This is an optimization exercise on Yosys and OpenROAD, whose aim is small area and few clock cycles per item, not a production implementation. Only simulation tests tie the RTL to the original design; equivalence was not proved.

## flow/design.v (module list and top-level ports; edited modules follow where they fit)
// module fp_mult_pipe: 1055 lines
// module fp_mult_fa: 10 lines
// module fp_mult_ha: 9 lines
module fp_mult_pipe #(
  parameter int unsigned EXP_W = 8,
  parameter int unsigned MAN_W = 23,
  parameter int unsigned TAG_W = 4
) (
  input  logic                   clk,
  input  logic                   rstn,
  input  logic                   in_valid,
  output logic                   in_ready,
  input  logic [EXP_W+MAN_W:0]   a,
  input  logic [EXP_W+MAN_W:0]   b,
  input  logic [TAG_W-1:0]       in_tag,
  output logic                   out_valid,
  input  logic                   out_ready,
  output logic [EXP_W+MAN_W:0]   result,
  output logic [TAG_W-1:0]       out_tag,
  output logic [3:0]             flags
);
  // ...
==> flow/run.sh <==
#!/bin/bash
# synth_recipe.tcl (not shown) runs the flow's synth.tcl, then flattens the netlist and writes it again
# the make line also repeats each setting of config.mk as NAME=value (left out here)
make -C /OpenROAD-flow-scripts/flow DESIGN_CONFIG=/design/flow/config.mk WORK_HOME=/design/flow/orfs CLKGATE_MAP_FILE= SYNTH_SCRIPT=/design/flow/synth_recipe.tcl finish
==> flow/config.mk <==
export PLATFORM = sky130hd
export DESIGN_NAME = fp_mult_pipe
export DESIGN_NICKNAME = fp_mult_pipe
export VERILOG_FILES = /design/flow/design.v
export SDC_FILE = /design/flow/constraint.sdc
export NUM_CORES = 4
export LEC_CHECK = 0
export ABC_AREA = 1
export CAP_MARGIN = 20
export CORE_MARGIN = 2
export CORE_UTILIZATION = 65
export GPL_TIMING_DRIVEN = 0
export PLACE_DENSITY = 0.75
export SLEW_MARGIN = 20
export SYNTH_HIERARCHICAL = 1
export SYNTH_MINIMUM_KEEP_SIZE = 0
==> flow/constraint.sdc <==
create_clock -name core_clock -period 7.0 [get_ports {clk}]
set_input_delay 1.4000 -clock core_clock [delete_from_list [all_inputs] [get_ports {clk}]]
set_output_delay 1.4000 -clock core_clock [all_outputs]
set_load 0.01 [all_outputs]
==> results.txt, run 1 <==
Seq/total area under 10%; TAP cells between 300 and 400; post-synthesis adder-cell area fraction between 30% and 40%; # setup viols final 1; DR pass1 iterations 6; core area roughly 0.027 mm^2; clk_buf instances 5; largest registers r_p x26, r_esum x9, r_tag x4; crit share post-route 100%; Tot GR Track Use 45.7%; die width around 170 um; fmax 0.142 GHz; post_cts resized approximately 180; synth top area cells fa_1 (30%), xor2_1 (15%), o22ai_1 (9.4%); Post-Syn Instances 2179; max layer used met4; GR Util met1 roughly 55%; vias in the first global route 17800; grt ovf 0; count leader, synth nand2_1; clock transition at the registers of the reported paths approximately 0.070 ns; RR Endpoint r_cls[2]$_SDFFCE_PP1P_; cell mode on critical path fa_1; layout check faults negative setup slack; critical path class in -> reg; Setup WS post-layout -0.0198 ns; status complete, but fails checks; antenna violations before repair 0; post-synthesis mux area share 0%; required time of the critical path 7.11 ns
Testbench counts, summed over its fixed seeds: cycles 16,008, items 16,000.
==> run 2, diff against run 1 <==
--- a/flow/config.mk
+++ b/flow/config.mk
@@ -10,5 +10,4 @@
 export CORE_MARGIN = 2
-export CORE_UTILIZATION = 65
+export CORE_UTILIZATION = 40
 export GPL_TIMING_DRIVEN = 0
-export PLACE_DENSITY = 0.75
 export SLEW_MARGIN = 20
==> results.txt, run 2 <==
status timing/DRC/antenna clean; worst endpoint data arrival time 7.00 ns; Post-Syn Instances 2179 (unchanged); diode count 0; Die Height 214 um; Yosys reg bits 45; fill cell count between 4000 and 5000; vias in the first global route 17200 (-3.6%); required time of the critical path 7.12 ns (about the same); row count 76; Commonest cells post-synth nand2_1 (327), xor2_1 (302), fa_1 (265); fmax 0.146 GHz (+2.1%); CTS Hold Bufs 0; DRC 0; crit-path max FO 10; Worst R2R Path Depth 2; core area 0.0433 mm^2 (+62%); crit share post-route 98.2% (-2.1 points); antenna violations before repair 0 (unchanged); first-pass GRT wire length 102000 um; area growth from synthesis to layout 20.2%; hpwl dp 55700 um; hold path cells 2; critical-path cell list clkdlybuf4s50_1, inv_2, clkbuf_2, o22ai_1, xor2_1, fa_2, fa_2, fa_2, fa_1, fa_1, ha_4, nand2_1, nor2_2, inv_2, nor2_1, inv_1, nor3_2, a21oi_2, buf_4, o21ai_1, xor2_1; Sink Count 45; PortBufs 113; reg2reg setup slack 5.75 ns; Placed Cells 2889; EDFF count, synth between 40 and 50; worst-case clock buffer depth 2; Setup WS post-layout 0.128 ns (+0.147 ns); routed len/inst 23.3 um; cell mode on critical path fa_2; Post-Layout Cell Count 2924; Mapped Area 0.0176 mm^2; CTS root buf clkbuf_16; Period minus WS final 6.87 ns; largest registers r_p x26, r_esum x9, r_tag x4; Yosys warnings 7; Max Clock Skew about 0.0061 ns; CTS H-tree lvls 2; most frequent cells in the layout nand2_1 (300), xor2_1 (293), o22ai_1 (244); count leader, synth nand2_1; routed vias 16900; WL final between 60000 and 70000 um; die area roughly 0.046 mm^2; crit path from a[10]; Most flops, register r_p; Worst-Margin Slew 0.967 ns; asr flop ratio synth 2.22%; MaxCap Viol Count 0; Synth Flop Type edfxtp_1; post-synth cell types 47; # setup viols final 0 (-1); initial core utilization 40.6%; Critical Path Sink Type flop; area leader, netlist fa_1; clock transition at the registers of the reported paths 0.07 ns (about the same); largest net degree at the start of global routing 35; CP peak stage delay a little under 0.7 ns; Critical Path Slowest Stage Cell fa_2; Worst setup SP type input port; RSZ-0062 raised after global routing yes; Post-layout nets about 2800; clock latency (worst-skew pair) about 0.29 ns; routability cong. 1.02; DR pass1 iterations 6 (unchanged); fin util 48.9%; origin of the critical flop-to-flop path r_v$_DFFE_PN0P_; count of boundary I/O pins 114; most common cell after layout, fill and taps aside nand2_1; Max-slew headroom a little over a third; vias per cell 5.77; Hold Path Class reg -> reg; critical path class in -> reg; Tot GR Track Use 29.8% (-16 points); grt ovf 0 (unchanged); synth top area cells fa_1 (30%), xor2_1 (15%), o22ai_1 (9.4%); synthesized area per cell 8.07 um^2; DRT antenna net count 0; Num CTS Buffers 5; die width 214 um (+27%); Hold Path Origin r_v$_DFFE_PN0P_; max-slew violation count 0; TritonCTS clock tree yes; Hold Vio Cnt, Final 0; Setup TNS Final 0 ns; DRT iter0 DRCs 1748; part of the Yosys area used for sequential elements about 7.7%; share of the synthesized area in the top cell type 30.2%; layout cells sized above 1 15.8%; post-place setup slack -1.77 ns; max reg flops 26
==> run 2: cell families after synthesis <==
| kind of cell | after synthesis | synth area share (%) |
|---|---|---|
| buffers and inverters | 357 | 7.84 |
| other | 1 | 0.0213 |
| AOI/OAI and AO/OA | 459 | 15.9 |
| and+or+nand+nor | 634 | 15.6 |
| adders and majority gates | 360 | 36.9 |
| xor gates and xnor gates | 323 | 16.1 |
| DFF | 45 | 7.66 |
==> run 2: repair_timing <==
item	CTS	global route
buffers inserted	18	10
pin swaps	32	38
setup endpoints to repair	59	56
resized for setup	235	222
hold endpoints to repair	0	0
cloned	0	0
==> run 2: per-module statistics from Yosys, one instance, submodules excluded <==
| module | times used | cell area (um^2) |
|---|---|---|
| fp_mult_fa | 263 | 20.0 |
| fp_mult_ha | 33 | 12.5 |
| fp_mult_pipe | 1 | 11900 |
==> run 2: worst max-delay path: cells and delay by family <==
family          cells  cell delay, ns
simple gates        4            0.49
buf+inv             6            1.46
compound gates      3            0.40
xor+xnor            2            0.40
fa+ha+maj           6            2.82
==> run 2: final cells by class <==
class                           count  area (um^2)  area share, %
Clock inverter                      3         26.3          0.124
Inverter                          225          848           4.01
Buffer                            131          905           4.28
Clock buffer                        5          125          0.592
Sequential cell                    45         1350           6.37
Timing Repair Buffer              142         1460           6.88
Multi-Input combinational cell   1788        15700           74.3
Tap cell                          585          732           3.46
==> run 2: final timing paths <==
path	endpoint
worst min-delay path	r_v$_DFFE_PN0P_
worst max-delay path	r_p[23]$_DFFE_PP_
max in group asynchronous	r_v$_DFFE_PN0P_
min in group asynchronous	r_v$_DFFE_PN0P_
worst max register to register	r_cls[1]$_DFFE_PP_
worst min register to register	r_v$_DFFE_PN0P_
==> run 2: routing by layer <==
| metal | vias to the layer above | routed length [um] | global-route usage [%] |
|---|---|---|---|
| li1 | 7598 | - | - |
| met1 | 8315 | 27600 | 39.1 |
| met2 | 799 | 32200 | 50.3 |
| met3 | 160 | 5460 | 3.66 |
| met4 | 0 | 2780 | 11.9 |
| met5 | - | 0 | 0 |
==> run 2: stage by stage <==
| step | instance area (um^2) | hold slack (ns) |
|---|---|---|
| final | 21100 | 0.732 |
| after global routing | 21100 | 0.800 |
| after CTS | 20500 | 0.756 |
| after detailed placement | 19500 | 0.745 |
| after global placement | 19500 | 1.55 |
| after floorplan | 17600 | 1.10 |
==> run 3, diff against run 2 <==
--- a/flow/config.mk
+++ b/flow/config.mk
@@ -11,3 +11,2 @@
 export CORE_UTILIZATION = 40
-export GPL_TIMING_DRIVEN = 0
 export SLEW_MARGIN = 20
==> results.txt, run 3 <==
first-pass GRT wire length 96200 um (-5.4%); post-synthesis adder-cell area fraction 36.9% (unchanged); row count 76 (unchanged); Critical Path Sink Type flop; Yosys warnings 7 (unchanged); largest registers r_p x26, r_esum x9, r_tag x4; Max-slew headroom 52.9% (+17 points); share of the synthesized area in the top cell type 30.2% (unchanged); antenna violations before repair 2 (+2); fill cell count 4195 (-2.8%); Synth Area in Compound Gates 15.9% (unchanged); area growth from synthesis to layout 23.7%; Worst Path Buf+Inv 4 (-2); Top Usage Layer GRT met2; max reg flops 26 (unchanged); MaxCap Viol Count 0 (unchanged); DRT antenna net count 0 (unchanged); clock transition at the registers of the reported paths 0.06 ns (about the same); Num CTS Buffers 5 (unchanged); count leader, synth nand2_1; DR pass1 iterations 5 (-1); initial core utilization 40.6% (unchanged); GR Util met1 36.3% (-2.8 points); hpwl dp 52100 um (-6.5%); met2 Use GR 44.9% (-5.3 points); CP peak stage delay 0.52 ns (-0.17 ns); most common cell after layout, fill and taps aside nand2_1; hold path cells 3 (+1); largest family of logic cells by synthesized area adder cells; Die Height 214 um (unchanged); grt ovf 0 (unchanged); grt met3 use 4.13% (+0.47 points); worst endpoint data arrival time 6.86 ns (-0.14 ns); diode count 0 (unchanged); DRC 0 (unchanged); cell mode on critical path fa_1; Post-Syn Instances 2179 (unchanged); worst-case clock buffer depth 2 (unchanged); CP Depth 21 (unchanged); TritonCTS clock tree yes; Mapped Area 0.0176 mm^2 (unchanged); critical-path cell list clkdlybuf4s50_1, buf_12, inv_1, nand2_1, nand2_2, buf_4, o22ai_1, xor2_1, fa_1, fa_1, fa_1, fa_1, fa_1, ha_1, a21oi_1, o21ai_1, a21oi_1, o21bai_1, a21oi_1, o21bai_1, xor2_1; crit-path max FO 8 (-2); vias per cell 5.53 (-4.1%); max-slew violation count 0 (unchanged); Sink Count 45 (unchanged); Worst-Margin Slew 0.703 ns (-0.263 ns); Critical Path Slowest Stage Cell fa_1; synthesized area per cell 8.07 um^2 (unchanged); EDFF count, synth 44 (unchanged); routed vias 16800 (-0.53%); clock latency (worst-skew pair) 0.29 ns (about the same); fmax 0.146 GHz (+0.68%); Max Clock Skew 0.00306 ns (-0.00307 ns); die area 0.0456 mm^2 (unchanged); Tot GR Track Use 27.5% (-2.4 points); largest net degree at the start of global routing 47 (+34%); layout cells sized above 1 17.2% (+1.4 points); crit share post-route 97.5% (-0.66 points); die width 214 um (unchanged); WHS 0.859 ns (+0.126 ns); critical path class in -> reg; DRT iter0 DRCs 1468 (-16%); Hold Path Class reg -> reg; status timing/DRC/antenna clean; Hold Vio Cnt, Final 0 (unchanged); reg2reg setup slack 5.69 ns (-0.06 ns); routability cong. 0.988 (-3.2%); CTS root buf clkbuf_16; part of the Yosys area used for sequential elements 7.66% (unchanged); WL final 62400 um (-8.3%); required time of the critical path 7.03 ns (-0.09 ns); Post-layout nets 2879 (+3.9%); Worst R2R Path Depth 2 (unchanged); most frequent cells in the layout nand2_1 (317), xor2_1 (299), o22ai_1 (260); Most flops, register r_p; Yosys reg bits 45 (unchanged); area leader, netlist fa_1; Post-Layout Cell Count 3033 (+3.7%); post-synth cell types 47 (unchanged); vias in the first global route 16900 (-1.4%); Period minus WS final 6.83 ns (-0.0461 ns); top cell family by delay on the critical path adder cells; post-synthesis mux area share 0% (unchanged); # setup viols final 0 (unchanged); Worst setup SP type input port; core area 0.0433 mm^2 (unchanged); PortBufs 113 (unchanged); synth top area cells fa_1 (30%), xor2_1 (15%), o22ai_1 (9.4%); asr flop ratio synth 2.22% (unchanged); routed len/inst 20.6 um (-12%); Post-Synth Simple-Gate Area 15.6% (unchanged); Synth Flop Type edfxtp_1; Commonest cells post-synth nand2_1 (327), xor2_1 (302), fa_1 (265); count of boundary I/O pins 114 (unchanged); area share of xor/xnor cells in the synthesized design 16.1% (unchanged); Placed Cells 3014 (+4.3%); CTS H-tree lvls 2 (unchanged)
[run 3: cell types whose count changed in the layout (fill, tap and decap cells not counted), sizes merged, moves of 2 or more]
cell	before	now
clkbuf	86	5
clkdlybuf4s50	74	86
inv	225	223
buf	79	274
dlygate4sd2	4	1
dlymetal6s2s	34	21
[run 3: logic make-up after synthesis]
group	Yosys count
DFF	45
and+or+nand+nor	634
xor gates and xnor gates	323
buffers and inverters	357
other	1
AOI/OAI and AO/OA	459
adders and majority gates	360
[run 3: metal layers]
| layer | part of all wire [%] | vias to the layer above |
|---|---|---|
| met4 | 4.7 | 0 |
| met1 | 42 | 8134 |
| met2 | 46 | 713 |
| li1 | - | 7811 |
| met3 | 7.1 | 125 |
| met5 | 0 | - |
[run 3: worst paths after layout]
check	start	to
max	b[3]	r_p[14]$_DFFE_PP_
min	r_v$_DFFE_PN0P_	r_v$_DFFE_PN0P_
max reg2reg	r_v$_DFFE_PN0P_	r_p[12]$_DFFE_PP_
min reg2reg	r_v$_DFFE_PN0P_	r_v$_DFFE_PN0P_
max in group asynchronous	rstn	r_v$_DFFE_PN0P_
min in group asynchronous	rstn	r_v$_DFFE_PN0P_
[run 3: Yosys stat by module (local to each module, per instance)]
module	cells	flip-flops and latches
fp_mult_fa	1	0
fp_mult_ha	1	0
fp_mult_pipe	1883	45
[run 3: per-stage QoR]
stage	setup slack, ns	TNS, ns	area (um^2)	util (%)
after floorplan	0.405	0	17600	-
after global placement	-0.479	-5.97	21000	48.6
after detailed placement	-0.547	-6.98	21000	48.6
after CTS	-0.00350	-0.00350	21300	49.2
after global routing	-0.0456	-0.0893	21700	50.2
final	0.174	0	21700	50.2
[run 3: repair_timing]
action,CTS,global route
setup buffers,2,10
setup endpoints to repair,37,58
gates resized for setup,10,95
pin swaps,1,20
hold buffers,0,0
[run 3: area by class of cell]
class	instances	area (um^2)	share of cell area, %
inverter	225	851	3.91
sequential	45	1350	6.19
clock buffer	5	125	0.576
tap	585	732	3.37
timing repair buffer	382	3360	15.5
clock inverter	3	46.3	0.213
multi-input combinational	1788	15300	70.3
[run 3: worst reg2reg max path: stages, from the launching register on]
cell	delay, ns
dfrtp_1	0.38
nand2_2	0.07
buf_4	0.46

-- port drivers added, routing unchanged --
Ports are ideal in the flow. The routed layouts listed here were re-timed in OpenROAD. Step 1 assumes that a clkbuf_16 drives the clock port and a buf_2 every other input. Step 2, shift: input delay + t, output delay - t, t = (earliest + latest rising clock arrival at the registers) / 2. This alone moves slack from input paths to output paths. a / b / c = ideal / step 1 / step 2; a / b = the first two.
run	shift t [ns]	setup slack, ns	worst setup path after step 2	worst data-port slew with drivers (ns)
run 1	0.329	-0.020 / -0.009 / -0.338	input to register	0.05
run 2	0.324	0.128 / 0.141 / -0.182	input to register	0.04
run 3	0.324	0.174 / 0.185 / -0.139	input to register	0.08
Met with ideal ports but missed after step 2: setup timing in run 2 and run 3. For run 1, which loses most, drivers alone change the setup slack by +0.011 ns; drivers and shift together by -0.318 ns.
